From an optimization exercise on the open Yosys and OpenROAD flow, aimed at small area, a short achievable clock period and few clock cycles per item; shortcuts taken in it are not production practice. At most, simulation tests tie the RTL to the original design; equivalence was not proved. For run 1, only the layout was checked, not whether the RTL still works.

==> flow/design.v (outline; a module is shown in full before it is edited, if it fits) <==
// module hft_macd_engine_mc: 208 lines
// module csa_fast: 1478 lines
// module csa_slow: 1454 lines
// module csa_sig: 2218 lines
// module csa_m3: 586 lines
// module csa_t3: 402 lines
// module adder_sk_51: 628 lines
// module adder_sk_52: 640 lines
// module adder_sk_64: 784 lines
// module adder_sk_65: 927 lines
module hft_macd_engine_mc #(
   parameter int N_CH            = 4,
   parameter int PRICE_W         = 32,
   parameter int FRAC_W          = 16,
   parameter int ALPHA_FAST      = 10181,
   parameter int ALPHA_SLOW      = 4854,
   parameter int ALPHA_SIG       = 13107,
   parameter int HYST            = 0,
   parameter int WARMUP_TICKS    = 26,
   parameter int STOP_LOSS_PTS   = 50,
   parameter int TAKE_PROFIT_PTS = 100
) (
   input  logic                              clk,
   input  logic                              reset,
   input  logic                              tick_valid,
   output logic                              tick_ready,
   input  logic [$clog2(N_CH)-1:0]           tick_ch,
   input  logic signed [PRICE_W-1:0]         tick_price,
   input  logic                              trade_en,
   output logic                              order_valid,
   input  logic                              order_ready,
   output logic [$clog2(N_CH)-1:0]           order_ch,
   output logic [1:0]                        order_side,
   output logic signed [PRICE_W-1:0]         order_price
);
  // ...
==> flow/run.sh <==
#!/bin/bash
# synth_recipe.tcl (not shown) runs the flow's synth.tcl, then flattens the netlist and writes it again
# the make line also repeats each setting of config.mk as NAME=value (left out here)
make -C /OpenROAD-flow-scripts/flow DESIGN_CONFIG=/design/flow/config.mk WORK_HOME=/design/flow/orfs CLKGATE_MAP_FILE= SYNTH_SCRIPT=/design/flow/synth_recipe.tcl finish
==> flow/config.mk <==
export PLATFORM = sky130hd
export DESIGN_NAME = hft_macd_engine_mc
export DESIGN_NICKNAME = hft_macd_engine_mc
export VERILOG_FILES = /design/flow/design.v
export SDC_FILE = /design/flow/constraint.sdc
export NUM_CORES = 4
export LEC_CHECK = 0
export CAP_MARGIN = 60
export CORE_MARGIN = 2
export CORE_UTILIZATION = 40
export SLEW_MARGIN = 60
==> flow/constraint.sdc <==
create_clock -name core_clock -period 17.0 [get_ports {clk}]
set_input_delay 3.4000 -clock core_clock [delete_from_list [all_inputs] [get_ports {clk}]]
set_output_delay 3.4000 -clock core_clock [all_outputs]
set_load 0.01 [all_outputs]
==> flow_metrics.tcl, run 1 <==
set metrics [dict create \
    cts_root_buffer "sky130_fd_sc_hd__clkbuf_16" \
    max-clock-path-buffers 3 \
    layout.cells.largest_class "multi-input combinational cells" \
    layout_min_cycle_time_ps 8040 \
    status "finished clean" \
    critical_path_depth 28 \
    critical-path-top-cell-by-count "sky130_fd_sc_hd__ha_1" \
    synth_flop_cell "sky130_fd_sc_hd__edfxtp_1" \
    finalNetCount 9679 \
    slew_viol_final 0 \
    highest-signal-layer "met4" \
    synth.yosys.seq_area_share_pct 35.6 \
    final-instance-count-excl-fill 11023 \
    timing.final.ws_setup_ps 8960 \
    finalCoreUtilization_pct 44.8 \
    cpMaxStageDelayCell "sky130_fd_sc_hd__edfxtp_1" \
    groute.layer.met3.usage_pct 3.17 \
    tap_cell_instance_count 3150 \
    synth-edff-count 1098 \
    timing.slew.headroom_pct 59.0 \
    clock_tree_from_tritoncts "built" \
    place.port_buffers 76 \
    drtIter0Drc 4456 \
    synth-adder-area-share_pct 34.8 \
    hold_path_depth 0 \
    synth_top_cell_by_area "sky130_fd_sc_hd__edfxtp_1" \
    detail_route.vias_per_cell 5.26 \
]
==> module hft_macd_engine_mc, before the edit <==
module hft_macd_engine_mc #(
   parameter int N_CH            = 4,
   parameter int PRICE_W         = 32,
   parameter int FRAC_W          = 16,
   parameter int ALPHA_FAST      = 10181,
   parameter int ALPHA_SLOW      = 4854,
   parameter int ALPHA_SIG       = 13107,
   parameter int HYST            = 0,
   parameter int WARMUP_TICKS    = 26,
   parameter int STOP_LOSS_PTS   = 50,
   parameter int TAKE_PROFIT_PTS = 100
) (
   input  logic                              clk,
   input  logic                              reset,
   input  logic                              tick_valid,
   output logic                              tick_ready,
   input  logic [$clog2(N_CH)-1:0]           tick_ch,
   input  logic signed [PRICE_W-1:0]         tick_price,
   input  logic                              trade_en,
   output logic                              order_valid,
   input  logic                              order_ready,
   output logic [$clog2(N_CH)-1:0]           order_ch,
   output logic [1:0]                        order_side,
   output logic signed [PRICE_W-1:0]         order_price
);
   localparam int CH_W   = $clog2(N_CH);
   localparam int E_W    = PRICE_W + FRAC_W;       
   localparam int M_W    = E_W + 1;                
   localparam int WARM_W = $clog2(WARMUP_TICKS + 1);
   localparam logic [WARM_W-1:0] WARM_MAX = WARM_W'(WARMUP_TICKS);
   localparam logic [1:0] POS_FLAT = 2'd0, POS_LONG = 2'd1, POS_SHORT = 2'd2;
   logic [E_W-1:0]     fast_q  [N_CH];
   logic [E_W-1:0]     slow_q  [N_CH];
   logic [M_W-1:0]     sig_q   [N_CH];
   logic [WARM_W-1:0]  warm_q  [N_CH];     
   logic [1:0]         pos_q   [N_CH];
   logic [PRICE_W-1:0] entry_q [N_CH];
   logic               rdy_q, qf_q;
   logic               v1_q, v2_q, v3_q;
   logic [CH_W-1:0]    ch1_q, ch2_q, ch3_q;
   logic [PRICE_W-1:0] px1_q, px2_q, px3_q;
   logic               te1_q, te2_q, te3_q;
   logic [E_W-1:0]     f1_q, s1_q;
   logic [WARM_W-1:0]  w1_q;
   logic               first2_q, first3_q, ok2_q, ok3_q;
   logic [M_W+1:0]     m3_3_q;
   logic [M_W-1:0]     g3_q;
   logic [3:0]         fe3_q, fp3_q;
   logic               fwd3_q;
   logic               ov_q;
   logic [CH_W-1:0]    och_q, qch_q;
   logic [1:0]         oside_q, qside_q;
   logic [PRICE_W-1:0] opx_q, qpx_q;
   wire run = !qf_q;
   wire acc = tick_valid && rdy_q;
   assign tick_ready  = rdy_q;
   assign order_valid = ov_q;
   assign order_ch    = och_q;
   assign order_side  = oside_q;
   assign order_price = opx_q;
   logic [63:0]       sf1, ss1;
   logic [E_W-1:0]    fast_n, slow_n;
   logic [WARM_W-1:0] warm_n;
   logic              seen1;
   csa_fast u_fast (.acc(f1_q), .px(px1_q), .s(sf1));
   csa_slow u_slow (.acc(s1_q), .px(px1_q), .s(ss1));
   always_comb begin
      seen1  = (w1_q != '0);
      fast_n = sf1[63:16];
      slow_n = ss1[63:16];
      warm_n = !seen1 ? WARM_W'(1) : (w1_q == WARM_MAX) ? WARM_MAX : w1_q + 1'b1;
   end
   wire fwd1 = v1_q && (ch1_q == tick_ch);
   wire seen0 = (warm_q[tick_ch] != '0);
   wire [E_W-1:0] p0 = {tick_price, {FRAC_W{1'b0}}};
   logic [M_W+1:0]  m3_2;
   logic [PRICE_W-1:0] e2;
   logic signed [PRICE_W:0] de2, dp2;
   logic [3:0]      fe2, fp2;
   csa_m3 u_m3 (.f(fast_q[ch2_q]), .s(slow_q[ch2_q]), .o(m3_2));
   assign e2    = entry_q[ch2_q];
   assign de2   = $signed({px2_q[PRICE_W-1], px2_q}) - $signed({e2[PRICE_W-1], e2});
   assign dp2   = $signed({px2_q[PRICE_W-1], px2_q}) - $signed({px3_q[PRICE_W-1], px3_q});
   assign fe2 = {de2 >= TAKE_PROFIT_PTS, de2 <= -TAKE_PROFIT_PTS, de2 >= STOP_LOSS_PTS, de2 <= -STOP_LOSS_PTS};
   assign fp2 = {dp2 >= TAKE_PROFIT_PTS, dp2 <= -TAKE_PROFIT_PTS, dp2 >= STOP_LOSS_PTS, dp2 <= -STOP_LOSS_PTS};
   logic [64:0]        sg3;
   logic [M_W-1:0]     sig_n;
   logic [M_W+2:0]     t3;
   logic [1:0]         p3, pos_n;
   logic [3:0]         f3;
   logic               hpos, hneg, hit, is_long, is_short, is_flat, set_entry;
   logic [1:0]         side;
   csa_sig u_sig (.acc(g3_q), .m(m3_3_q), .s(sg3));
   csa_t3 u_t3 (.m(m3_3_q), .g(g3_q), .o(t3));
   always_comb begin
      sig_n = sg3[64:16];    
      hpos  = $signed(t3) >= 3;
      hneg  = $signed(t3) <= -6;
      p3    = pos_q[ch3_q];
      f3    = fwd3_q ? fp3_q : fe3_q;
      is_long  = (p3 == POS_LONG);
      is_short = (p3 == POS_SHORT);
      is_flat  = (p3 == POS_FLAT);
      hit   = 1'b1;
      side  = 2'b11;
      pos_n = POS_FLAT;
      set_entry = 1'b0;
      if ((is_long && f3[0]) || (is_short && f3[1])) begin
      end else if ((is_long && f3[3]) || (is_short && f3[2])) begin
      end else if (is_long && hneg) begin
         side = 2'b10;
      end else if (is_short && hpos) begin
         side = 2'b01;
      end else if (is_flat && te3_q && hpos) begin
         side = 2'b01; pos_n = POS_LONG; set_entry = 1'b1;
      end else if (is_flat && te3_q && hneg) begin
         side = 2'b10; pos_n = POS_SHORT; set_entry = 1'b1;
      end else begin
         hit = 1'b0;
      end
      if (!(v3_q && ok3_q)) hit = 1'b0;
   end
   always_ff @(posedge clk) begin
      for (int i = 0; i < N_CH; i++) begin
         if (run && v1_q && ch1_q == i) begin
            fast_q[i] <= fast_n;
            slow_q[i] <= slow_n;
         end
         if (run && v3_q && ch3_q == i) sig_q[i] <= sig_n;
         if (run && hit && set_entry && ch3_q == i) entry_q[i] <= px3_q;
      end
   end
   always_ff @(posedge clk or posedge reset) begin
      if (reset) begin
         for (int i = 0; i < N_CH; i++) begin
            warm_q[i] <= '0;
            pos_q[i]  <= POS_FLAT;
         end
      end else begin
         for (int i = 0; i < N_CH; i++) begin
            if (run && v1_q && ch1_q == i) warm_q[i] <= warm_n;
            if (run && hit && ch3_q == i) pos_q[i] <= pos_n;
         end
      end
   end
   always_ff @(posedge clk) begin
      if (run) begin
         ch1_q <= tick_ch;  px1_q <= tick_price;  te1_q <= trade_en;
         f1_q  <= fwd1 ? fast_n : seen0 ? fast_q[tick_ch] : p0;
         s1_q  <= fwd1 ? slow_n : seen0 ? slow_q[tick_ch] : p0;
         w1_q  <= fwd1 ? warm_n : warm_q[tick_ch];
         ch2_q <= ch1_q;    px2_q <= px1_q;       te2_q <= te1_q;
         first2_q <= !seen1; ok2_q <= (warm_n == WARM_MAX);
         ch3_q <= ch2_q;    px3_q <= px2_q;       te3_q <= te2_q;
         first3_q <= first2_q; ok3_q <= ok2_q;
         m3_3_q <= m3_2;
         g3_q  <= (v3_q && ch3_q == ch2_q) ? sig_n : first2_q ? '0 : sig_q[ch2_q];
         fe3_q <= fe2;
         fp3_q <= fp2;
         fwd3_q <= hit && set_entry && (ch3_q == ch2_q);
      end
   end
   wire pop    = ov_q && order_ready;
   wire neword = run && hit;
   logic qf_n;
   always_comb begin
      if (qf_q) qf_n = !pop;
      else      qf_n = neword && ov_q && !pop;
   end
   always_ff @(posedge clk or posedge reset) begin
      if (reset) begin
         rdy_q <= 1'b0;
         qf_q  <= 1'b0;
         v1_q  <= 1'b0;
         v2_q  <= 1'b0;
         v3_q  <= 1'b0;
         ov_q  <= 1'b0;
      end else begin
         rdy_q <= !qf_n;
         qf_q  <= qf_n;
         if (run) begin
            v1_q <= acc;
            v2_q <= v1_q;
            v3_q <= v2_q;
         end
         if (qf_q) begin
            if (pop) ov_q <= 1'b1;
         end else if (neword) begin
            if (!ov_q || pop) ov_q <= 1'b1;
         end else if (pop) begin
            ov_q <= 1'b0;
         end
      end
   end
   always_ff @(posedge clk) begin
      if (qf_q) begin
         if (pop) begin
            och_q <= qch_q; oside_q <= qside_q; opx_q <= qpx_q;
         end
      end else if (neword) begin
         if (!ov_q || pop) begin
            och_q <= ch3_q; oside_q <= side; opx_q <= px3_q;
         end else begin
            qch_q <= ch3_q; qside_q <= side; qpx_q <= px3_q;
         end
      end
   end
endmodule
==> module csa_t3, before the edit <==
module csa_t3 (
   input  logic [50:0] m,
   input  logic [48:0] g,
   output logic [51:0] o
);
   logic w1;
   logic w2;
   logic w3;
   logic w4;
   logic w5;
   logic w6;
   logic w7;
   logic w8;
   logic w9;
   logic w10;
   logic w11;
   logic w12;
   logic w13;
   logic w14;
   logic w15;
   logic w16;
   logic w17;
   logic w18;
   logic w19;
   logic w20;
   logic w21;
   logic w22;
   logic w23;
   logic w24;
   logic w25;
   logic w26;
   logic w27;
   logic w28;
   logic w29;
   logic w30;
   logic w31;
   logic w32;
   logic w33;
   logic w34;
   logic w35;
   logic w36;
   logic w37;
   logic w38;
   logic w39;
   logic w40;
   logic w41;
   logic w42;
   logic w43;
   logic w44;
   logic w45;
   logic w46;
   logic w47;
   logic w48;
   logic w49;
   logic w50;
   logic w51;
   logic w52;
   logic w53;
   logic w54;
   logic w55;
   logic w56;
   logic w57;
   logic w58;
   logic w59;
   logic w60;
   logic w61;
   logic w62;
   logic w63;
   logic w64;
   logic w65;
   logic w66;
   logic w67;
   logic w68;
   logic w69;
   logic w70;
   logic w71;
   logic w72;
   logic w73;
   logic w74;
   logic w75;
   logic w76;
   logic w77;
   logic w78;
   logic w79;
   logic w80;
   logic w81;
   logic w82;
   logic w83;
   logic w84;
   logic w85;
   logic w86;
   logic w87;
   logic w88;
   logic w89;
   logic w90;
   logic w91;
   logic w92;
   logic w93;
   logic w94;
   logic w95;
   logic w96;
   logic w97;
   logic w98;
   logic w99;
   logic w100;
   logic w101;
   logic w102;
   logic w103;
   logic w104;
   logic w105;
   logic w106;
   logic w107;
   logic w108;
   logic w109;
   logic w110;
   logic w111;
   logic w112;
   logic w113;
   logic w114;
   logic w115;
   logic w116;
   logic w117;
   logic w118;
   logic w119;
   logic w120;
   logic w121;
   logic w122;
   logic w123;
   logic w124;
   logic w125;
   logic w126;
   logic w127;
   logic w128;
   logic w129;
   logic w130;
   logic w131;
   logic w132;
   logic w133;
   logic w134;
   logic w135;
   logic w136;
   logic w137;
   logic w138;
   logic w139;
   logic w140;
   logic w141;
   logic w142;
   logic w143;
   logic w144;
   logic w145;
   logic w146;
   logic w147;
   logic w148;
   logic w149;
   logic w150;
   logic w151;
   logic w152;
   logic w153;
   logic w154;
   logic w155;
   logic w156;
   logic w157;
   logic w158;
   logic w159;
   logic w160;
   logic w161;
   logic w162;
   logic w163;
   logic w164;
   logic w165;
   logic w166;
   logic w167;
   logic w168;
   logic w169;
   logic w170;
   logic w171;
   logic w172;
   logic w173;
   logic w174;
   logic w175;
   logic w176;
   logic w177;
   logic w178;
   logic w179;
   logic w180;
   logic w181;
   logic w182;
   logic w183;
   logic w184;
   logic w185;
   logic w186;
   logic w187;
   logic w188;
   logic w189;
   logic w190;
   logic w191;
   logic w192;
   logic w193;
   logic w194;
   logic w195;
   logic w196;
   assign w1 = m[1] ^ ~g[1];
   assign w2 = m[1] & ~g[1];
   assign w3 = m[2] ^ ~g[2];
   assign w4 = m[2] & ~g[2];
   assign w5 = m[3] ^ ~g[3];
   assign w6 = m[3] & ~g[3];
   assign w7 = m[4] ^ ~g[4];
   assign w8 = m[4] & ~g[4];
   assign w9 = m[5] ^ ~g[5];
   assign w10 = m[5] & ~g[5];
   assign w11 = m[6] ^ ~g[6];
   assign w12 = m[6] & ~g[6];
   assign w13 = m[7] ^ ~g[7];
   assign w14 = m[7] & ~g[7];
   assign w15 = m[8] ^ ~g[8];
   assign w16 = m[8] & ~g[8];
   assign w17 = m[9] ^ ~g[9];
   assign w18 = m[9] & ~g[9];
   assign w19 = m[10] ^ ~g[10];
   assign w20 = m[10] & ~g[10];
   assign w21 = m[11] ^ ~g[11];
   assign w22 = m[11] & ~g[11];
   assign w23 = m[12] ^ ~g[12];
   assign w24 = m[12] & ~g[12];
   assign w25 = m[13] ^ ~g[13];
   assign w26 = m[13] & ~g[13];
   assign w27 = m[14] ^ ~g[14];
   assign w28 = m[14] & ~g[14];
   assign w29 = m[15] ^ ~g[15];
   assign w30 = m[15] & ~g[15];
   assign w31 = m[16] ^ ~g[16];
   assign w32 = m[16] & ~g[16];
   assign w33 = m[17] ^ ~g[17];
   assign w34 = m[17] & ~g[17];
   assign w35 = m[18] ^ ~g[18];
   assign w36 = m[18] & ~g[18];
   assign w37 = m[19] ^ ~g[19];
   assign w38 = m[19] & ~g[19];
   assign w39 = m[20] ^ ~g[20];
   assign w40 = m[20] & ~g[20];
   assign w41 = m[21] ^ ~g[21];
   assign w42 = m[21] & ~g[21];
   assign w43 = m[22] ^ ~g[22];
   assign w44 = m[22] & ~g[22];
   assign w45 = m[23] ^ ~g[23];
   assign w46 = m[23] & ~g[23];
   assign w47 = m[24] ^ ~g[24];
   assign w48 = m[24] & ~g[24];
   assign w49 = m[25] ^ ~g[25];
   assign w50 = m[25] & ~g[25];
   assign w51 = m[26] ^ ~g[26];
   assign w52 = m[26] & ~g[26];
   assign w53 = m[27] ^ ~g[27];
   assign w54 = m[27] & ~g[27];
   assign w55 = m[28] ^ ~g[28];
   assign w56 = m[28] & ~g[28];
   assign w57 = m[29] ^ ~g[29];
   assign w58 = m[29] & ~g[29];
   assign w59 = m[30] ^ ~g[30];
   assign w60 = m[30] & ~g[30];
   assign w61 = m[31] ^ ~g[31];
   assign w62 = m[31] & ~g[31];
   assign w63 = m[32] ^ ~g[32];
   assign w64 = m[32] & ~g[32];
   assign w65 = m[33] ^ ~g[33];
   assign w66 = m[33] & ~g[33];
   assign w67 = m[34] ^ ~g[34];
   assign w68 = m[34] & ~g[34];
   assign w69 = m[35] ^ ~g[35];
   assign w70 = m[35] & ~g[35];
   assign w71 = m[36] ^ ~g[36];
   assign w72 = m[36] & ~g[36];
   assign w73 = m[37] ^ ~g[37];
   assign w74 = m[37] & ~g[37];
   assign w75 = m[38] ^ ~g[38];
   assign w76 = m[38] & ~g[38];
   assign w77 = m[39] ^ ~g[39];
   assign w78 = m[39] & ~g[39];
   assign w79 = m[40] ^ ~g[40];
   assign w80 = m[40] & ~g[40];
   assign w81 = m[41] ^ ~g[41];
   assign w82 = m[41] & ~g[41];
   assign w83 = m[42] ^ ~g[42];
   assign w84 = m[42] & ~g[42];
   assign w85 = m[43] ^ ~g[43];
   assign w86 = m[43] & ~g[43];
   assign w87 = m[44] ^ ~g[44];
   assign w88 = m[44] & ~g[44];
   assign w89 = m[45] ^ ~g[45];
   assign w90 = m[45] & ~g[45];
   assign w91 = m[46] ^ ~g[46];
   assign w92 = m[46] & ~g[46];
   assign w93 = m[47] ^ ~g[47];
   assign w94 = m[47] & ~g[47];
   assign w95 = m[48] ^ g[48] ^ ~g[47];
   assign w96 = (m[48] & g[48]) | (m[48] & ~g[47]) | (g[48] & ~g[47]);
   assign w97 = m[0] ^ ~g[0];
   assign w98 = m[0] & ~g[0];
   assign w99 = ~g[0] ^ 1'b1 ^ w1;
   assign w100 = (~g[0] & 1'b1) | (~g[0] & w1) | (1'b1 & w1);
   assign w101 = ~g[1] ^ w3 ^ w2;
   assign w102 = (~g[1] & w3) | (~g[1] & w2) | (w3 & w2);
   assign w103 = ~g[2] ^ w5 ^ w4;
   assign w104 = (~g[2] & w5) | (~g[2] & w4) | (w5 & w4);
   assign w105 = ~g[3] ^ w7 ^ w6;
   assign w106 = (~g[3] & w7) | (~g[3] & w6) | (w7 & w6);
   assign w107 = ~g[4] ^ w9 ^ w8;
   assign w108 = (~g[4] & w9) | (~g[4] & w8) | (w9 & w8);
   assign w109 = ~g[5] ^ w11 ^ w10;
   assign w110 = (~g[5] & w11) | (~g[5] & w10) | (w11 & w10);
   assign w111 = ~g[6] ^ w13 ^ w12;
   assign w112 = (~g[6] & w13) | (~g[6] & w12) | (w13 & w12);
   assign w113 = ~g[7] ^ w15 ^ w14;
   assign w114 = (~g[7] & w15) | (~g[7] & w14) | (w15 & w14);
   assign w115 = ~g[8] ^ w17 ^ w16;
   assign w116 = (~g[8] & w17) | (~g[8] & w16) | (w17 & w16);
   assign w117 = ~g[9] ^ w19 ^ w18;
   assign w118 = (~g[9] & w19) | (~g[9] & w18) | (w19 & w18);
   assign w119 = ~g[10] ^ w21 ^ w20;
   assign w120 = (~g[10] & w21) | (~g[10] & w20) | (w21 & w20);
   assign w121 = ~g[11] ^ w23 ^ w22;
   assign w122 = (~g[11] & w23) | (~g[11] & w22) | (w23 & w22);
   assign w123 = ~g[12] ^ w25 ^ w24;
   assign w124 = (~g[12] & w25) | (~g[12] & w24) | (w25 & w24);
   assign w125 = ~g[13] ^ w27 ^ w26;
   assign w126 = (~g[13] & w27) | (~g[13] & w26) | (w27 & w26);
   assign w127 = ~g[14] ^ w29 ^ w28;
   assign w128 = (~g[14] & w29) | (~g[14] & w28) | (w29 & w28);
   assign w129 = ~g[15] ^ w31 ^ w30;
   assign w130 = (~g[15] & w31) | (~g[15] & w30) | (w31 & w30);
   assign w131 = ~g[16] ^ w33 ^ w32;
   assign w132 = (~g[16] & w33) | (~g[16] & w32) | (w33 & w32);
   assign w133 = ~g[17] ^ w35 ^ w34;
   assign w134 = (~g[17] & w35) | (~g[17] & w34) | (w35 & w34);
   assign w135 = ~g[18] ^ w37 ^ w36;
   assign w136 = (~g[18] & w37) | (~g[18] & w36) | (w37 & w36);
   assign w137 = ~g[19] ^ w39 ^ w38;
   assign w138 = (~g[19] & w39) | (~g[19] & w38) | (w39 & w38);
   assign w139 = ~g[20] ^ w41 ^ w40;
   assign w140 = (~g[20] & w41) | (~g[20] & w40) | (w41 & w40);
   assign w141 = ~g[21] ^ w43 ^ w42;
   assign w142 = (~g[21] & w43) | (~g[21] & w42) | (w43 & w42);
   assign w143 = ~g[22] ^ w45 ^ w44;
   assign w144 = (~g[22] & w45) | (~g[22] & w44) | (w45 & w44);
   assign w145 = ~g[23] ^ w47 ^ w46;
   assign w146 = (~g[23] & w47) | (~g[23] & w46) | (w47 & w46);
   assign w147 = ~g[24] ^ w49 ^ w48;
   assign w148 = (~g[24] & w49) | (~g[24] & w48) | (w49 & w48);
   assign w149 = ~g[25] ^ w51 ^ w50;
   assign w150 = (~g[25] & w51) | (~g[25] & w50) | (w51 & w50);
   assign w151 = ~g[26] ^ w53 ^ w52;
   assign w152 = (~g[26] & w53) | (~g[26] & w52) | (w53 & w52);
   assign w153 = ~g[27] ^ w55 ^ w54;
   assign w154 = (~g[27] & w55) | (~g[27] & w54) | (w55 & w54);
   assign w155 = ~g[28] ^ w57 ^ w56;
   assign w156 = (~g[28] & w57) | (~g[28] & w56) | (w57 & w56);
   assign w157 = ~g[29] ^ w59 ^ w58;
   assign w158 = (~g[29] & w59) | (~g[29] & w58) | (w59 & w58);
   assign w159 = ~g[30] ^ w61 ^ w60;
   assign w160 = (~g[30] & w61) | (~g[30] & w60) | (w61 & w60);
   assign w161 = ~g[31] ^ w63 ^ w62;
   assign w162 = (~g[31] & w63) | (~g[31] & w62) | (w63 & w62);
   assign w163 = ~g[32] ^ w65 ^ w64;
   assign w164 = (~g[32] & w65) | (~g[32] & w64) | (w65 & w64);
   assign w165 = ~g[33] ^ w67 ^ w66;
   assign w166 = (~g[33] & w67) | (~g[33] & w66) | (w67 & w66);
   assign w167 = ~g[34] ^ w69 ^ w68;
   assign w168 = (~g[34] & w69) | (~g[34] & w68) | (w69 & w68);
   assign w169 = ~g[35] ^ w71 ^ w70;
   assign w170 = (~g[35] & w71) | (~g[35] & w70) | (w71 & w70);
   assign w171 = ~g[36] ^ w73 ^ w72;
   assign w172 = (~g[36] & w73) | (~g[36] & w72) | (w73 & w72);
   assign w173 = ~g[37] ^ w75 ^ w74;
   assign w174 = (~g[37] & w75) | (~g[37] & w74) | (w75 & w74);
   assign w175 = ~g[38] ^ w77 ^ w76;
   assign w176 = (~g[38] & w77) | (~g[38] & w76) | (w77 & w76);
   assign w177 = ~g[39] ^ w79 ^ w78;
   assign w178 = (~g[39] & w79) | (~g[39] & w78) | (w79 & w78);
   assign w179 = ~g[40] ^ w81 ^ w80;
   assign w180 = (~g[40] & w81) | (~g[40] & w80) | (w81 & w80);
   assign w181 = ~g[41] ^ w83 ^ w82;
   assign w182 = (~g[41] & w83) | (~g[41] & w82) | (w83 & w82);
   assign w183 = ~g[42] ^ w85 ^ w84;
   assign w184 = (~g[42] & w85) | (~g[42] & w84) | (w85 & w84);
   assign w185 = ~g[43] ^ w87 ^ w86;
   assign w186 = (~g[43] & w87) | (~g[43] & w86) | (w87 & w86);
   assign w187 = ~g[44] ^ w89 ^ w88;
   assign w188 = (~g[44] & w89) | (~g[44] & w88) | (w89 & w88);
   assign w189 = ~g[45] ^ w91 ^ w90;
   assign w190 = (~g[45] & w91) | (~g[45] & w90) | (w91 & w90);
   assign w191 = ~g[46] ^ w93 ^ w92;
   assign w192 = (~g[46] & w93) | (~g[46] & w92) | (w93 & w92);
   assign w193 = 1'b1 ^ w95 ^ w94;
   assign w194 = (1'b1 & w95) | (1'b1 & w94) | (w95 & w94);
   assign w195 = m[49] ^ g[48] ^ w96;
   assign w196 = (m[49] & g[48]) | (m[49] & w96) | (g[48] & w96);
   logic [51:0] ra, rb;
   assign ra = {1'b1, ~m[50], w195, w193, w191, w189, w187, w185, w183, w181, w179, w177, w175, w173, w171, w169, w167, w165, w163, w161, w159, w157, w155, w153, w151, w149, w147, w145, w143, w141, w139, w137, w135, w133, w131, w129, w127, w125, w123, w121, w119, w117, w115, w113, w111, w109, w107, w105, w103, w101, w99, 1'b1};
   assign rb = {1'b0, w196, w194, w192, w190, w188, w186, w184, w182, w180, w178, w176, w174, w172, w170, w168, w166, w164, w162, w160, w158, w156, w154, w152, w150, w148, w146, w144, w142, w140, w138, w136, w134, w132, w130, w128, w126, w124, w122, w120, w118, w116, w114, w112, w110, w108, w106, w104, w102, w100, w98, w97};
   adder_sk_52 u_add (.a(ra), .b(rb), .s(o));
endmodule
==> run 2: changes to the inputs <==
--- a/flow/design.v
+++ b/flow/design.v
@@ -42,6 +42,7 @@
    logic               te1_q, te2_q, te3_q;
    logic [E_W-1:0]     f1_q, s1_q;
    logic [WARM_W-1:0]  w1_q;
+   logic [E_W-1:0]     f2_q, s2_q;
    logic               first2_q, first3_q, ok2_q, ok3_q;
    logic [M_W+1:0]     m3_3_q;
    logic [M_W-1:0]     g3_q;
@@ -77,7 +78,7 @@
    logic [PRICE_W-1:0] e2;
    logic signed [PRICE_W:0] de2, dp2;
    logic [3:0]      fe2, fp2;
-   csa_m3 u_m3 (.f(fast_q[ch2_q]), .s(slow_q[ch2_q]), .o(m3_2));
+   csa_m3 u_m3 (.f(f2_q), .s(s2_q), .o(m3_2));
    assign e2    = entry_q[ch2_q];
    assign de2   = $signed({px2_q[PRICE_W-1], px2_q}) - $signed({e2[PRICE_W-1], e2});
    assign dp2   = $signed({px2_q[PRICE_W-1], px2_q}) - $signed({px3_q[PRICE_W-1], px3_q});
@@ -85,17 +86,20 @@
    assign fp2 = {dp2 >= TAKE_PROFIT_PTS, dp2 <= -TAKE_PROFIT_PTS, dp2 >= STOP_LOSS_PTS, dp2 <= -STOP_LOSS_PTS};
    logic [64:0]        sg3;
    logic [M_W-1:0]     sig_n;
-   logic [M_W+2:0]     t3;
+   logic [M_W+2:0]     t3a, t3b;
+   logic [M_W+2:0]     xp3, xn3;
    logic [1:0]         p3, pos_n;
    logic [3:0]         f3;
    logic               hpos, hneg, hit, is_long, is_short, is_flat, set_entry;
    logic [1:0]         side;
    csa_sig u_sig (.acc(g3_q), .m(m3_3_q), .s(sg3));
-   csa_t3 u_t3 (.m(m3_3_q), .g(g3_q), .o(t3));
+   csa_t3 u_t3 (.m(m3_3_q), .g(g3_q), .ra(t3a), .rb(t3b));
+   assign xp3 = t3a + t3b - (M_W+3)'(3);    
+   assign xn3 = t3a + t3b + (M_W+3)'(5);    
    always_comb begin
       sig_n = sg3[64:16];    
-      hpos  = $signed(t3) >= 3;
-      hneg  = $signed(t3) <= -6;
+      hpos  = !xp3[M_W+2];
+      hneg  = xn3[M_W+2];
       p3    = pos_q[ch3_q];
       f3    = fwd3_q ? fp3_q : fe3_q;
       is_long  = (p3 == POS_LONG);
@@ -127,7 +131,7 @@
             slow_q[i] <= slow_n;
          end
          if (run && v3_q && ch3_q == i) sig_q[i] <= sig_n;
-         if (run && hit && set_entry && ch3_q == i) entry_q[i] <= px3_q;
+         if (run && v3_q && is_flat && ch3_q == i) entry_q[i] <= px3_q;
       end
    end
    always_ff @(posedge clk or posedge reset) begin
@@ -151,13 +155,14 @@
          w1_q  <= fwd1 ? warm_n : warm_q[tick_ch];
          ch2_q <= ch1_q;    px2_q <= px1_q;       te2_q <= te1_q;
          first2_q <= !seen1; ok2_q <= (warm_n == WARM_MAX);
+         f2_q  <= fast_n;   s2_q <= slow_n;
          ch3_q <= ch2_q;    px3_q <= px2_q;       te3_q <= te2_q;
          first3_q <= first2_q; ok3_q <= ok2_q;
          m3_3_q <= m3_2;
          g3_q  <= (v3_q && ch3_q == ch2_q) ? sig_n : first2_q ? '0 : sig_q[ch2_q];
          fe3_q <= fe2;
          fp3_q <= fp2;
-         fwd3_q <= hit && set_entry && (ch3_q == ch2_q);
+         fwd3_q <= v3_q && is_flat && (ch3_q == ch2_q);
       end
    end
    wire pop    = ov_q && order_ready;
@@ -197,12 +202,11 @@
          if (pop) begin
             och_q <= qch_q; oside_q <= qside_q; opx_q <= qpx_q;
          end
-      end else if (neword) begin
+      end else begin
          if (!ov_q || pop) begin
             och_q <= ch3_q; oside_q <= side; opx_q <= px3_q;
-         end else begin
-            qch_q <= ch3_q; qside_q <= side; qpx_q <= px3_q;
          end
+         qch_q <= ch3_q; qside_q <= side; qpx_q <= px3_q;
       end
    end
 endmodule
@@ -5945,7 +5949,8 @@
 module csa_t3 (
    input  logic [50:0] m,
    input  logic [48:0] g,
-   output logic [51:0] o
+   output logic [51:0] ra,
+   output logic [51:0] rb
 );
    logic w1;
    logic w2;
@@ -6339,10 +6344,8 @@
    assign w194 = (1'b1 & w95) | (1'b1 & w94) | (w95 & w94);
    assign w195 = m[49] ^ g[48] ^ w96;
    assign w196 = (m[49] & g[48]) | (m[49] & w96) | (g[48] & w96);
-   logic [51:0] ra, rb;
    assign ra = {1'b1, ~m[50], w195, w193, w191, w189, w187, w185, w183, w181, w179, w177, w175, w173, w171, w169, w167, w165, w163, w161, w159, w157, w155, w153, w151, w149, w147, w145, w143, w141, w139, w137, w135, w133, w131, w129, w127, w125, w123, w121, w119, w117, w115, w113, w111, w109, w107, w105, w103, w101, w99, 1'b1};
    assign rb = {1'b0, w196, w194, w192, w190, w188, w186, w184, w182, w180, w178, w176, w174, w172, w170, w168, w166, w164, w162, w160, w158, w156, w154, w152, w150, w148, w146, w144, w142, w140, w138, w136, w134, w132, w130, w128, w126, w124, w122, w120, w118, w116, w114, w112, w110, w108, w106, w104, w102, w100, w98, w97};
-   adder_sk_52 u_add (.a(ra), .b(rb), .s(o));
 endmodule
 module adder_sk_51 (
    input  logic [50:0] a,
==> flow_metrics.tcl, run 2 <==
set metrics [dict create \
    die_w_um 496 \
    worst-endpoint-arrival_ps 8190 \
    postCtsSetupBuffers 0 \
    synth_flop_cell "sky130_fd_sc_hd__edfxtp_1" \
    hold_path_depth 0 \
    detailroute.via_count 59526 \
    reg2reg_setup_slack_ps 9450 \
    critical-path-top-cell-by-count "sky130_fd_sc_hd__fa_1" \
    cts_root_buffer "sky130_fd_sc_hd__clkbuf_16" \
    area_taken_by_multi_input_logic_gates_um2 53600 \
    final_antenna_net_count 0 \
    critical_path_depth 22 \
    gp_congestion 0.935 \
    antenna_found_initial 9 \
    regMostFlops "sig_q" \
    start_util_pct 40.3 \
    max-clock-path-buffers 3 \
    die_h_um 496 \
    groute.layer.met3.usage_pct 3.03 \
    cp_cell_sequence "inv_1 -> fa_1 -> fa_1 -> fa_1 -> fa_1 -> fa_1 -> inv_1 -> ha_1 -> nand3_1 -> nor3_1 -> nand2_1 -> a21oi_1 -> a21bo_2 -> a2111oi_0 -> buf_4 -> o2111ai_1 -> a21oi_1 -> o31a_1 -> a41oi_1 -> nor2b_1 -> xnor2_1 -> a21o_1" \
    status "finished clean" \
    finalNetCount 9978 \
    postSynthNetCount 9743 \
    numCtsBuffers 139 \
    cts.reportedPaths.clkPinSlew_ps 60 \
    synth.yosys.seq_area_share_pct 37.8 \
    critPathBufInv 3 \
    timing.hold.worst.class "flop to flop" \
    synth_top_cell_by_area "sky130_fd_sc_hd__edfxtp_1" \
    worstPathRequired_ps 17640 \
    syn-mean-instance-area_um2 12.4 \
    grt_pass1_wl_mm 402 \
    grt_max_degree 97 \
    fraction_of_final_layout_cells_sized_beyond_drive_strength_1_pct 9.42 \
    worst_setup_path_start_kind "flop" \
    critical_path.top_delay_family "adder cells" \
    grt_busiest_layer "met2" \
    timing.fmax_ghz 0.132 \
    worst_slew_pin_slew_ps 603 \
    post_synth_instance_area_um2 97000 \
    report.final.setup_viol 0 \
    clock-sinks 1228 \
    synth_top_cell_area_share_pct 37.0 \
    dpl_wire_length_mm 210 \
    io-pin-count 77 \
    synth_cell_types 99 \
    yosysMostFrequentCell "sky130_fd_sc_hd__inv_1" \
    syn2layout_area_growth_pct 11.7 \
    worst_setup_path_startpoint "g3_q[15]" \
    timing.critical_path.to_type "flop" \
    layout_min_cycle_time_ps 7550 \
    groute.layer.met1.usage_pct 31.3 \
    fp.dieArea_um2 246000 \
    cells_after_synthesis 7837 \
    critPathKind "flop to flop" \
    endpoint "g3_q[48]" \
    fin_skew_ps 38.4 \
    detail_route.vias_per_cell 5.23 \
    slew_viol_final 0 \
    first_global_vias 63373 \
    synth-async-reset-ratio_pct 2.77 \
    cpMaxStageDelayCell "sky130_fd_sc_hd__edfxtp_1" \
    grt.met2_usage_pct 35.3 \
    rsz0062_at_grt "false" \
    r2r_cells 22 \
    drt_drc_violations_left 0 \
    synth_top_cells_by_count "1879 x sky130_fd_sc_hd__inv_1, 1278 x sky130_fd_sc_hd__fa_1, 1194 x sky130_fd_sc_hd__edfxtp_1, 589 x sky130_fd_sc_hd__ha_1, 423 x sky130_fd_sc_hd__nand2_1" \
    drtIter0Drc 4903 \
    cts_repair_resize_count 0 \
    reg_to_reg_critical_path_endpoint "g3_q[48]" \
    synth-edff-count 1194 \
    place.port_buffers 76 \
    timing_hold_violations_final 0 \
    mostFrequentLayoutCells "1869 x sky130_fd_sc_hd__inv_1, 1278 x sky130_fd_sc_hd__fa_1, 1194 x sky130_fd_sc_hd__edfxtp_1" \
    rows 180 \
    drt_pre_antenna_iters 5 \
    largest_register_ffs 196 \
    synth_seq_cells 1228 \
    whs_ps 416 \
    path_max_fanout 7 \
    post_synth_main_area_contributors "sky130_fd_sc_hd__edfxtp_1 37%, sky130_fd_sc_hd__fa_1 26%, sky130_fd_sc_hd__ha_1 7.6%, sky130_fd_sc_hd__inv_1 7.3%, sky130_fd_sc_hd__mux4_2 4.2%" \
    clock_tree_from_tritoncts "built" \
    final.period_utilization_pct 44.4 \
    worstSkewPairLatency_ps 790 \
    commonest_non_fill_non_tap_cell_in_the_layout "sky130_fd_sc_hd__inv_1" \
    critical_path.reg2reg.startpoint "g3_q[15]" \
    ys_warn_count 7 \
    post_cts_hold_buffer_count 0 \
    max_cap_violations 0 \
    timing.slew.headroom_pct 59.4 \
    final.setup.tns_ps 0 \
    seq_area_um2 36700 \
    critical-path-max-stage-delay_ps 670 \
    grt.overflow.total 0 \
    post_drt_wl_per_cell_um 23.1 \
    regs_by_ff_count "sig_q (196), fast_q (192), slow_q (192)" \
    placeableCoreArea_um2 241000 \
    level_count_of_the_clock_h_tree 4 \
    routed_wirelength_mm 263 \
    grt_util_all_layers_pct 21.8 \
    fillers 21590 \
]
-- run 2: area by class of cell --
type	instances	share of cell area, %
multi-input cells	4591	49.5
flip-flops and latches	1228	33.9
inverters	1881	6.54
well taps	3185	3.68
clock buffers	171	3.40
repair buffers	231	2.29
clock inverters	82	0.710
diodes	4	0.00924
-- run 2: cell families (layout without fill, tap and decap cells) --
logic type,Yosys count,count (layout),synth area share [%]
compound gates,997,997,6.72
xor+xnor,294,294,2.65
fa+ha+maj,1867,1867,34.0
buf+inv,2018,2365,7.83
flops,1228,1228,37.8
mux,269,269,5.15
other cells,0,4,0
simple gates,1164,1164,5.82
-- run 2: through the flow --
| stage | utilization [%] | setup slack, ps | instances | cell area [um^2] |
|---|---|---|---|---|
| floorplan | - | 2210 | 7837 | 97000 |
| global placement | 42.3 | 9340 | 11017 | 102000 |
| detailed placement | 42.9 | 9420 | 11095 | 103000 |
| CTS | 44.8 | 9380 | 11348 | 108000 |
| global route | 45.0 | 8900 | 11370 | 108000 |
| finish | 45.0 | 9450 | 11373 | 108000 |
-- run 2: worst min-delay path by stage --
| stage | start | to |
|---|---|---|
| after detailed placement | te1_q | te2_q |
| after global placement | te2_q | te3_q |
| after global routing | te1_q | te2_q |
| after floorplan | ok2_q | ok3_q |
| final | te1_q | te2_q |
| after CTS | te1_q | te2_q |
-- run 2: metal layers --
| metal | up-vias | wire (um) |
|---|---|---|
| met2 | 1750 | 124000 |
| met3 | 308 | 15600 |
| li1 | 26524 | - |
| met1 | 30942 | 117000 |
| met4 | 2 | 6170 |
| met5 | - | 8 |
Testbench counts of run 2, summed over its fixed seeds: cycles 24,032, ticks 24,000.
==> run 3: changes to the inputs <==
--- a/flow/config.mk
+++ b/flow/config.mk
@@ -5,7 +5,7 @@
 export SDC_FILE = /design/flow/constraint.sdc
 export NUM_CORES = 4
 export LEC_CHECK = 0
-export CAP_MARGIN = 60
+export CAP_MARGIN = 40
 export CORE_MARGIN = 2
 export CORE_UTILIZATION = 40
-export SLEW_MARGIN = 60
+export SLEW_MARGIN = 40
==> flow_metrics.tcl, run 3 <==
set metrics [dict create \
    status "finished clean" \
    timing_hold_violations_final 0 \
    clock-sinks 1228 \
    gp_congestion 0.935 \
    synth_flop_cell "sky130_fd_sc_hd__edfxtp_1" \
    fraction_of_final_layout_cells_sized_beyond_drive_strength_1_pct 7.34 \
    cts_root_buffer "sky130_fd_sc_hd__clkbuf_16" \
    level_count_of_the_clock_h_tree 4 \
    synth_area_in_compound_gates_pct 6.72 \
    path_max_fanout 6 \
    commonest_non_fill_non_tap_cell_in_the_layout "sky130_fd_sc_hd__inv_1" \
    synth_top_cell_by_area "sky130_fd_sc_hd__edfxtp_1" \
    synth-async-reset-ratio_pct 2.77 \
    grt.overflow.total 0 \
    layout_min_cycle_time_ps 7780 \
    timing.hold.worst.class "flop to flop" \
    final.setup.tns_ps 0 \
    rows 180 \
    yosysMostFrequentCell "sky130_fd_sc_hd__inv_1" \
    drt_pre_antenna_iters 6 \
    synth_top_cell_area_share_pct 37.0 \
    start_util_pct 40.3 \
    critPathKind "flop to flop" \
    fin_skew_ps 56.6 \
    worst_slew_pin_slew_ps 1020 \
    final-instance-count-excl-fill 11280 \
    max_cap_violations 0 \
    synth_top_cells_by_count "1879 x sky130_fd_sc_hd__inv_1, 1278 x sky130_fd_sc_hd__fa_1, 1194 x sky130_fd_sc_hd__edfxtp_1, 589 x sky130_fd_sc_hd__ha_1, 423 x sky130_fd_sc_hd__nand2_1" \
    grt_max_degree 134 \
    final.period_utilization_pct 45.8 \
    groute.layer.met1.usage_pct 31.4 \
    fillers 21767 \
    ys_warn_count 7 \
    grt_pass1_wl_mm 401 \
    timing.critical_path.to_type "flop" \
    numCtsBuffers 139 \
    largest_register_ffs 196 \
    first_global_vias 63279 \
    grt.met2_usage_pct 35.3 \
    die_w_um 496 \
    clock_tree_from_tritoncts "built" \
    place.port_buffers 76 \
    yosys.area_share.simple_pct 5.82 \
    worst_setup_path_start_kind "flop" \
    routed_wirelength_mm 262 \
    synth.yosys.seq_area_share_pct 37.8 \
    final_antenna_net_count 0 \
    postSynthNetCount 9743 \
    syn2layout_area_growth_pct 9.88 \
    muxShareOfSynthArea_pct 5.15 \
    finalNetCount 9886 \
    antenna_found_initial 10 \
    syn-mean-instance-area_um2 12.4 \
    die_h_um 496 \
    post_synth_instance_area_um2 97000 \
    slew_viol_final 0 \
    dp_cells 11019 \
    io-pin-count 77 \
    timing.fmax_ghz 0.128 \
    regs_by_ff_count "sig_q (196), fast_q (192), slow_q (192)" \
    post_synth_main_area_contributors "sky130_fd_sc_hd__edfxtp_1 37%, sky130_fd_sc_hd__fa_1 26%, sky130_fd_sc_hd__ha_1 7.6%, sky130_fd_sc_hd__inv_1 7.3%, sky130_fd_sc_hd__mux4_2 4.2%" \
    mostFrequentLayoutCells "1878 x sky130_fd_sc_hd__inv_1, 1278 x sky130_fd_sc_hd__fa_1, 1194 x sky130_fd_sc_hd__edfxtp_1" \
    cts.reportedPaths.clkPinSlew_ps 60 \
    post_drt_wl_per_cell_um 23.3 \
    detail_route.vias_per_cell 5.27 \
    groute.layer.met3.usage_pct 2.75 \
    combinational_family_with_the_most_area_after_synthesis "adder cells" \
    drt_drc_violations_left 0 \
    synth_seq_cells 1228 \
    rsz0062_at_grt "false" \
    detailroute.via_count 59450 \
    synth_cell_types 99 \
    stdcell_area_um2 107000 \
    cells_after_synthesis 7837 \
    worstPathRequired_ps 17540 \
    dpl_wire_length_mm 205 \
    worst-endpoint-arrival_ps 8320 \
    synth-edff-count 1194 \
    synth-adder-area-share_pct 34.0 \
    drtIter0Drc 4727 \
    regMostFlops "sig_q" \
    cts_repair_resize_count 0 \
    max-clock-path-buffers 3 \
    placeableCoreArea_um2 241000 \
    fp.dieArea_um2 246000 \
    post_cts_hold_buffer_count 0 \
    synthXorXnorAreaFrac_pct 2.65 \
    grt_util_all_layers_pct 21.8 \
    postCtsSetupBuffers 0 \
    timing.slew.headroom_pct 32.3 \
    report.final.setup_viol 0 \
    worstSkewPairLatency_ps 810 \
    grt_busiest_layer "met2" \
    postPlaceCellArea_um2 102000 \
]
[run 3: changes by cell type in the layout (fill, tap and decap cells not counted), sizes merged]
cell,previous run,this run
bufinv,9,6
clkinvlp,5,8
clkdlybuf4s50,73,74
clkdlybuf4s15,1,0
buf,151,63
clkdlybuf4s18,1,0
clkbuf,176,163
clkinv,56,66
inv,1893,1892
[run 3: kinds of logic (layout without fill, tap and decap cells)]
| kind of cell | after synthesis | in the layout |
|---|---|---|
| flops | 1228 | 1228 |
| mux | 269 | 269 |
| compound gates | 997 | 997 |
| other cells | 0 | 4 |
| buf+inv | 2018 | 2272 |
| fa+ha+maj | 1867 | 1867 |
| simple gates | 1164 | 1164 |
| xor+xnor | 294 | 294 |
[run 3: per-layer routing]
metal | vias up | share of wire [%] | wire length (um)
met5 | - | 0 | 0
met2 | 1681 | 47 | 125000
met3 | 306 | 5.7 | 15000
met1 | 31128 | 44 | 117000
li1 | 26335 | - | -
met4 | 0 | 2.4 | 6240
[run 3: layout make-up]
class	instances	area, um^2	share of cell area [%]
clock buffers	161	3590	3.37
flip-flops and latches	1228	36700	34.4
multi-input cells	4591	53000	49.7
clock inverters	91	833	0.782
repair buffers	139	1360	1.28
diodes	4	10.0	0.00939
inverters	1881	7080	6.64
well taps	3185	3990	3.74
[run 3: final timing paths]
check                            to  startpoint  slack [ps]  cells past startpoint
min reg2reg                   te2_q       te1_q         420                      0
max in group asynchronous      qf_q       reset       13570                      3
min                           te2_q       te1_q         420                      0
max reg2reg                f1_q[47]    px1_q[3]        9220                     22
max                        f1_q[47]    px1_q[3]        9220                     22
min in group asynchronous      v1_q       reset        3050                      3
[run 3: critical path, stage by stage (launching register included)]
cell and delay, ps:
sky130_fd_sc_hd__edfxtp_1 870, sky130_fd_sc_hd__inv_1 530, sky130_fd_sc_hd__fa_1 650, sky130_fd_sc_hd__inv_1 50, sky130_fd_sc_hd__fa_1 480, sky130_fd_sc_hd__fa_1 540
sky130_fd_sc_hd__fa_1 530, sky130_fd_sc_hd__inv_1 50, sky130_fd_sc_hd__ha_1 360, sky130_fd_sc_hd__a21o_1 210, sky130_fd_sc_hd__a21oi_1 140, sky130_fd_sc_hd__o21bai_1 70
sky130_fd_sc_hd__a21oi_1 230, sky130_fd_sc_hd__o21ai_0 130, sky130_fd_sc_hd__a21oi_1 580, sky130_fd_sc_hd__o31ai_1 210, sky130_fd_sc_hd__buf_4 210, sky130_fd_sc_hd__a31o_2 250
sky130_fd_sc_hd__a41o_1 260, sky130_fd_sc_hd__o41ai_1 480, sky130_fd_sc_hd__o21bai_1 160, sky130_fd_sc_hd__xnor2_1 230, sky130_fd_sc_hd__mux2_2 300
[run 3: through the flow]
step | utilization, % | setup WS (ps) | hold slack (ps)
floorplan | - | 2210 | 400
CTS | 44.2 | 9220 | 423
detailed placement | 42.4 | 9300 | 405
finish | 44.3 | 9220 | 423
global route | 44.3 | 8820 | 433
global placement | 42.3 | 9340 | 407
==> run 4: changes to the inputs <==
--- a/flow/config.mk
+++ b/flow/config.mk
@@ -5,7 +5,7 @@
 export SDC_FILE = /design/flow/constraint.sdc
 export NUM_CORES = 4
 export LEC_CHECK = 0
-export CAP_MARGIN = 40
+export CAP_MARGIN = 60
 export CORE_MARGIN = 2
-export CORE_UTILIZATION = 40
-export SLEW_MARGIN = 40
+export CORE_UTILIZATION = 60
+export SLEW_MARGIN = 60
==> flow_metrics.tcl, run 4 <==
set metrics [dict create \
    synth_top_cells_by_count "1879 x sky130_fd_sc_hd__inv_1, 1278 x sky130_fd_sc_hd__fa_1, 1194 x sky130_fd_sc_hd__edfxtp_1, 589 x sky130_fd_sc_hd__ha_1, 423 x sky130_fd_sc_hd__nand2_1" \
    whs_ps 429 \
    post_cts_hold_buffer_count 0 \
    cts_root_buffer "sky130_fd_sc_hd__clkbuf_16" \
    finalCoreUtilization_pct 66.4 \
    status "finished clean" \
    max_cap_violations 0 \
    grt_pass1_wl_mm 389 \
    syn2layout_area_growth_pct 9.99 \
    clock-sinks 1228 \
    critPathKind "flop to flop" \
    highest-signal-layer "met4" \
    worst_setup_path_startpoint "g3_q[15]" \
    report.final.setup_viol 0 \
    grt_max_degree 88 \
    worst_setup_path_start_kind "flop" \
    level_count_of_the_clock_h_tree 4 \
    wl_met2_mm 117 \
    post_synth_instance_area_um2 97000 \
    mostFrequentLayoutCells "1870 x sky130_fd_sc_hd__inv_1, 1278 x sky130_fd_sc_hd__fa_1, 1194 x sky130_fd_sc_hd__edfxtp_1" \
    final-instance-count-excl-fill 10326 \
    regMostFlops "sig_q" \
    cts.reportedPaths.clkPinSlew_ps 60 \
    fraction_of_final_layout_cells_sized_beyond_drive_strength_1_pct 9.11 \
    placeableCoreArea_um2 161000 \
    io-pin-count 77 \
    ys_warn_count 7 \
    area_taken_by_multi_input_logic_gates_um2 53500 \
    place.port_buffers 76 \
    fillers 12030 \
    die_h_um 406 \
    die_w_um 406 \
    cells_after_synthesis 7837 \
    yosysMostFrequentCell "sky130_fd_sc_hd__inv_1" \
    num_antenna_cells 0 \
    dpl_wire_length_mm 201 \
    detail_route.vias_per_cell 5.83 \
    max-clock-path-buffers 3 \
    postPlaceCellArea_um2 102000 \
    timing.fmax_ghz 0.135 \
    reg_to_reg_critical_path_endpoint "g3_q[47]" \
    clock_tree_from_tritoncts "built" \
    final.period_utilization_pct 43.5 \
    postCtsSetupBuffers 0 \
    synth_seq_cells 1228 \
    synth_top_cell_by_area "sky130_fd_sc_hd__edfxtp_1" \
    commonest_non_fill_non_tap_cell_in_the_layout "sky130_fd_sc_hd__inv_1" \
    sum_of_routed_wire_segments_on_met1_mm 109 \
    worstSkewPairLatency_ps 810 \
    worst-endpoint-arrival_ps 8040 \
    post_drt_wl_per_cell_um 24.6 \
    synth-edff-count 1194 \
    fin_skew_ps 45.2 \
    drt_drc_violations_left 0 \
    cts_repair_resize_count 0 \
    rows 147 \
    synth_top_cell_area_share_pct 37.0 \
    regs_by_ff_count "sig_q (196), fast_q (192), slow_q (192)" \
    timing.hold.worst.class "flop to flop" \
    finalNetCount 9965 \
    synth_cell_types 99 \
    detailroute.via_count 60172 \
    start_util_pct 60.4 \
    syn-mean-instance-area_um2 12.4 \
    seq_area_um2 36700 \
    post_synth_main_area_contributors "sky130_fd_sc_hd__edfxtp_1 37%, sky130_fd_sc_hd__fa_1 26%, sky130_fd_sc_hd__ha_1 7.6%, sky130_fd_sc_hd__inv_1 7.3%, sky130_fd_sc_hd__mux4_2 4.2%" \
    postSynthNetCount 9743 \
    layout_min_cycle_time_ps 7390 \
    largest_register_ffs 196 \
    r2r_cells 21 \
    path_max_fanout 7 \
    drt_pre_antenna_iters 6 \
    grt_util_all_layers_pct 32.1 \
    reg2reg_setup_slack_ps 9610 \
    timing.final.ws_setup_ps 9610 \
    synth.yosys.seq_area_share_pct 37.8 \
    antenna_found_initial 5 \
    endpoint "g3_q[47]" \
    synth-async-reset-ratio_pct 2.77 \
    final_antenna_net_count 0 \
    rsz0062_at_grt "false" \
    fp.dieArea_um2 165000 \
    dp_cells 10065 \
    final.setup.tns_ps 0 \
    synth_flop_cell "sky130_fd_sc_hd__edfxtp_1" \
    routed_wirelength_mm 254 \
    numCtsBuffers 137 \
    timing.slew.headroom_pct 57.8 \
    timing.critical_path.to_type "flop" \
    grt.overflow.total 0 \
    preCtsSetupSlack_ps 9590 \
    stdcell_area_um2 107000 \
    drtIter0Drc 5355 \
    met3_wirelength_mm 19.6 \
    critical_path.reg2reg.startpoint "g3_q[15]" \
    slew_viol_final 0 \
    timing_hold_violations_final 0 \
    first_global_vias 63265 \
    gp_congestion 0.932 \
    worstPathRequired_ps 17650 \
    worst_slew_pin_slew_ps 626 \
]
-- run 4: critical path, cell delays in order, from the launching register on --
cell	delay [ps]
sky130_fd_sc_hd__edfxtp_1	620
sky130_fd_sc_hd__inv_1	280
sky130_fd_sc_hd__fa_1	640
sky130_fd_sc_hd__fa_1	450
sky130_fd_sc_hd__fa_1	520
sky130_fd_sc_hd__fa_1	520
sky130_fd_sc_hd__fa_1	530
sky130_fd_sc_hd__inv_1	50
sky130_fd_sc_hd__ha_1	380
sky130_fd_sc_hd__nand3_1	170
sky130_fd_sc_hd__nor3_1	330
sky130_fd_sc_hd__nand2_1	130
sky130_fd_sc_hd__a21oi_1	120
sky130_fd_sc_hd__a21bo_2	300
sky130_fd_sc_hd__a2111oi_2	530
sky130_fd_sc_hd__o2111ai_1	230
sky130_fd_sc_hd__a21oi_1	400
sky130_fd_sc_hd__o31a_1	300
sky130_fd_sc_hd__a21o_1	180
sky130_fd_sc_hd__a21oi_1	90
sky130_fd_sc_hd__xnor2_1	350
sky130_fd_sc_hd__o2bb2ai_1	150
-- run 4: worst min-delay path by stage --
stage | from | end | slack [ps] | depth (start not counted)
floorplan | ok2_q | ok3_q | 400 | 0
global placement | te1_q | te2_q | 420 | 0
detailed placement | te1_q | te2_q | 410 | 0
CTS | te1_q | te2_q | 440 | 0
global route | te2_q | te3_q | 450 | 0
finish | te1_q | te2_q | 430 | 0
-- run 4: metal layers --
layer	vias up	GRT usage, %
li1	26455	-
met1	31023	47.3
met2	2280	49.6
met3	414	5.33
met4	0	9.52
met5	-	0
-- run 4: layout make-up --
cell class	count	share of cell area, %
Sequential cell	1228	34.4
Multi-Input combinational cell	4591	50.2
Clock inverter	77	0.583
Clock buffer	169	3.40
Timing Repair Buffer	220	2.29
Tap cell	2160	2.53
Inverter	1881	6.63
-- run 4: logic make-up (layout without fill, tap and decap cells) --
kind of cell	count (synthesis)	count (layout)	share of synthesized area, %
buffers and inverters	2018	2347	7.83
adders and majority gates	1867	1867	34.0
DFF	1228	1228	37.8
and+or+nand+nor	1164	1164	5.82
AOI/OAI and AO/OA	997	997	6.72
xor gates and xnor gates	294	294	2.65
muxes	269	269	5.15
==> run 5: changes to the inputs <==
--- a/flow/config.mk
+++ b/flow/config.mk
@@ -5,7 +5,8 @@
 export SDC_FILE = /design/flow/constraint.sdc
 export NUM_CORES = 4
 export LEC_CHECK = 0
+export ABC_CLOCK_PERIOD_IN_PS = 7000
 export CAP_MARGIN = 60
 export CORE_MARGIN = 2
-export CORE_UTILIZATION = 60
+export CORE_UTILIZATION = 40
 export SLEW_MARGIN = 60
==> flow_metrics.tcl, run 5 <==
set metrics [dict create \
    first_global_vias 63373 \
    numCtsBuffers 139 \
    fraction_of_final_layout_cells_sized_beyond_drive_strength_1_pct 9.42 \
    die_h_um 496 \
    fp.dieArea_um2 246000 \
    synth_top_cells_by_count "1879 x sky130_fd_sc_hd__inv_1, 1278 x sky130_fd_sc_hd__fa_1, 1194 x sky130_fd_sc_hd__edfxtp_1, 589 x sky130_fd_sc_hd__ha_1, 423 x sky130_fd_sc_hd__nand2_1" \
    path_max_fanout 7 \
    preCtsSetupSlack_ps 9420 \
    gp_congestion 0.935 \
    cpMaxStageDelayCell "sky130_fd_sc_hd__edfxtp_1" \
    grt_util_all_layers_pct 21.8 \
    timing.final.ws_setup_ps 9450 \
    worstSkewPairLatency_ps 790 \
    timing_hold_violations_final 0 \
    postCtsSetupBuffers 0 \
    grt_max_degree 97 \
    synth.yosys.seq_area_share_pct 37.8 \
    status "finished clean" \
    rows 180 \
    final.setup.tns_ps 0 \
    regs_by_ff_count "sig_q (196), fast_q (192), slow_q (192)" \
    layout_min_cycle_time_ps 7550 \
    detailroute.via_count 59526 \
    final_antenna_net_count 0 \
    grt.overflow.total 0 \
    postSynthNetCount 9743 \
    clock-sinks 1228 \
    syn2layout_area_growth_pct 11.7 \
    worst-endpoint-arrival_ps 8190 \
    timing.slew.headroom_pct 59.4 \
    post_synth_instance_area_um2 97000 \
    final.period_utilization_pct 44.4 \
    synth_top_cell_by_area "sky130_fd_sc_hd__edfxtp_1" \
    largest_register_ffs 196 \
    ys_warn_count 7 \
    synth_cell_types 99 \
    synth_top_cell_area_share_pct 37.0 \
    critical_path.top_delay_family "adder cells" \
    routed_wirelength_mm 263 \
    cts.reportedPaths.clkPinSlew_ps 60 \
    drt_drc_violations_left 0 \
    critPathBufInv 3 \
    finalNetCount 9978 \
    placeableCoreArea_um2 241000 \
    syn-mean-instance-area_um2 12.4 \
    critPathKind "flop to flop" \
    die_w_um 496 \
    slew_viol_final 0 \
    mostFrequentLayoutCells "1869 x sky130_fd_sc_hd__inv_1, 1278 x sky130_fd_sc_hd__fa_1, 1194 x sky130_fd_sc_hd__edfxtp_1" \
    yosysMostFrequentCell "sky130_fd_sc_hd__inv_1" \
    timing.fmax_ghz 0.132 \
    drt_pre_antenna_iters 5 \
    regMostFlops "sig_q" \
    worst_setup_path_start_kind "flop" \
    fin_skew_ps 38.4 \
    synth-edff-count 1194 \
    rsz0062_at_grt "false" \
    post_synth_main_area_contributors "sky130_fd_sc_hd__edfxtp_1 37%, sky130_fd_sc_hd__fa_1 26%, sky130_fd_sc_hd__ha_1 7.6%, sky130_fd_sc_hd__inv_1 7.3%, sky130_fd_sc_hd__mux4_2 4.2%" \
    drtIter0Drc 4903 \
    timing.hold.worst.class "flop to flop" \
    synth_seq_cells 1228 \
    max-clock-path-buffers 3 \
    cts_root_buffer "sky130_fd_sc_hd__clkbuf_16" \
    report.final.setup_viol 0 \
    synth_flop_cell "sky130_fd_sc_hd__edfxtp_1" \
    cts_repair_resize_count 0 \
    synth-async-reset-ratio_pct 2.77 \
    cp_cell_sequence "inv_1 -> fa_1 -> fa_1 -> fa_1 -> fa_1 -> fa_1 -> inv_1 -> ha_1 -> nand3_1 -> nor3_1 -> nand2_1 -> a21oi_1 -> a21bo_2 -> a2111oi_0 -> buf_4 -> o2111ai_1 -> a21oi_1 -> o31a_1 -> a41oi_1 -> nor2b_1 -> xnor2_1 -> a21o_1" \
    clock_tree_from_tritoncts "built" \
    timing.critical_path.to_type "flop" \
    critical-path-max-stage-delay_ps 670 \
    place.port_buffers 76 \
    worstPathRequired_ps 17640 \
    detail_route.vias_per_cell 5.23 \
    post_drt_wl_per_cell_um 23.1 \
    start_util_pct 40.3 \
    cells_after_synthesis 7837 \
    commonest_non_fill_non_tap_cell_in_the_layout "sky130_fd_sc_hd__inv_1" \
    critical-path-top-cell-by-count "sky130_fd_sc_hd__fa_1" \
    worst_slew_pin_slew_ps 603 \
    level_count_of_the_clock_h_tree 4 \
    dpl_wire_length_mm 210 \
    io-pin-count 77 \
    antenna_found_initial 9 \
    grt_pass1_wl_mm 402 \
    max_cap_violations 0 \
    post_cts_hold_buffer_count 0 \
]
-- run 5: layout make-up --
cell class / count / area (um^2)
antenna: 4 / 10.0
fill: 21590 / 132000
sequential: 1228 / 36700
multi-input combinational: 4591 / 53600
inverter: 1881 / 7080
timing repair buffer: 231 / 2480
clock inverter: 82 / 769
tap: 3185 / 3990
clock buffer: 171 / 3680
-- run 5: kinds of logic after synthesis --
logic type,synth area share (%)
buffers and inverters,7.83
adder cells (fa/ha/maj),34.0
flip-flops,37.8
AND/OR/NAND/NOR,5.82
AO/OA/AOI/OAI,6.72
XOR/XNOR,2.65
multiplexers,5.15
-- run 5: final timing paths --
check / start / end / slack, ps / cells after the start
max: g3_q[15] / g3_q[48] / 9450 / 22
min: te1_q / te2_q / 420 / 0
min reg2reg: te1_q / te2_q / 420 / 0
max reg2reg: g3_q[15] / g3_q[48] / 9450 / 22
min in group asynchronous: reset / v1_q / 2960 / 3
max in group asynchronous: reset / warm_q[3][4] / 13640 / 4
-- run 5: metal layers --
| metal | GRT usage (%) | routed length [um] | vias to the layer above |
|---|---|---|---|
| met5 | 0 | 8 | - |
| met4 | 5.03 | 6170 | 2 |
| met3 | 3.03 | 15600 | 308 |
| met2 | 35.3 | 124000 | 1750 |
| met1 | 31.3 | 117000 | 30942 |
| li1 | - | - | 26524 |
-- run 5: stage by stage --
stage	instance area [um^2]	std cells	hold WS (ps)	utilization (%)
floorplan	97000	7837	400	-
global route	108000	11370	425	45.0
global placement	102000	11017	407	42.3
CTS	108000	11348	419	44.8
finish	108000	11373	416	45.0
detailed placement	103000	11095	405	42.9

## separate check: timing with driven ports
How much do the figures lean on ideal ports? The routed layouts below were timed once more, with nothing changed but the port constraints. Step 1 sets driving cells, clkbuf_16 on the clock port and buf_2 on the other inputs (assumed; they add their load-dependent delay and slew). Step 2 moves the port delays by t, midway between the first and last clock arrival at a register: inputs arrive t later, outputs are due t later. That takes back most of the time a late clock gives input paths. a / b / c = no drivers / after step 1 / after step 2; a / b = the first two.
| run | shift t [ns] | setup WS [ns] | clock arrival spread, ns | slew at the worst register clock pin (ns) | pins driven straight from the clock port |
|---|---|---|---|---|---|
| run 1 | 0.855 | 8.962 / 8.962 / 8.962 | 0.043 / 0.043 | 0.07 / 0.07 | 1 |
| run 2 | 0.847 | 9.452 / 9.452 / 9.452 | 0.039 / 0.039 | 0.07 / 0.07 | 1 |
| run 3 | 0.857 | 9.216 / 9.216 / 9.216 | 0.057 / 0.057 | 0.07 / 0.07 | 1 |
| run 4 | 0.868 | 9.608 / 9.608 / 9.608 | 0.046 / 0.046 | 0.07 / 0.07 | 1 |
| run 5 | 0.847 | 9.452 / 9.452 / 9.452 | 0.039 / 0.039 | 0.07 / 0.07 | 1 |
After both steps setup and hold are still met in every run listed.
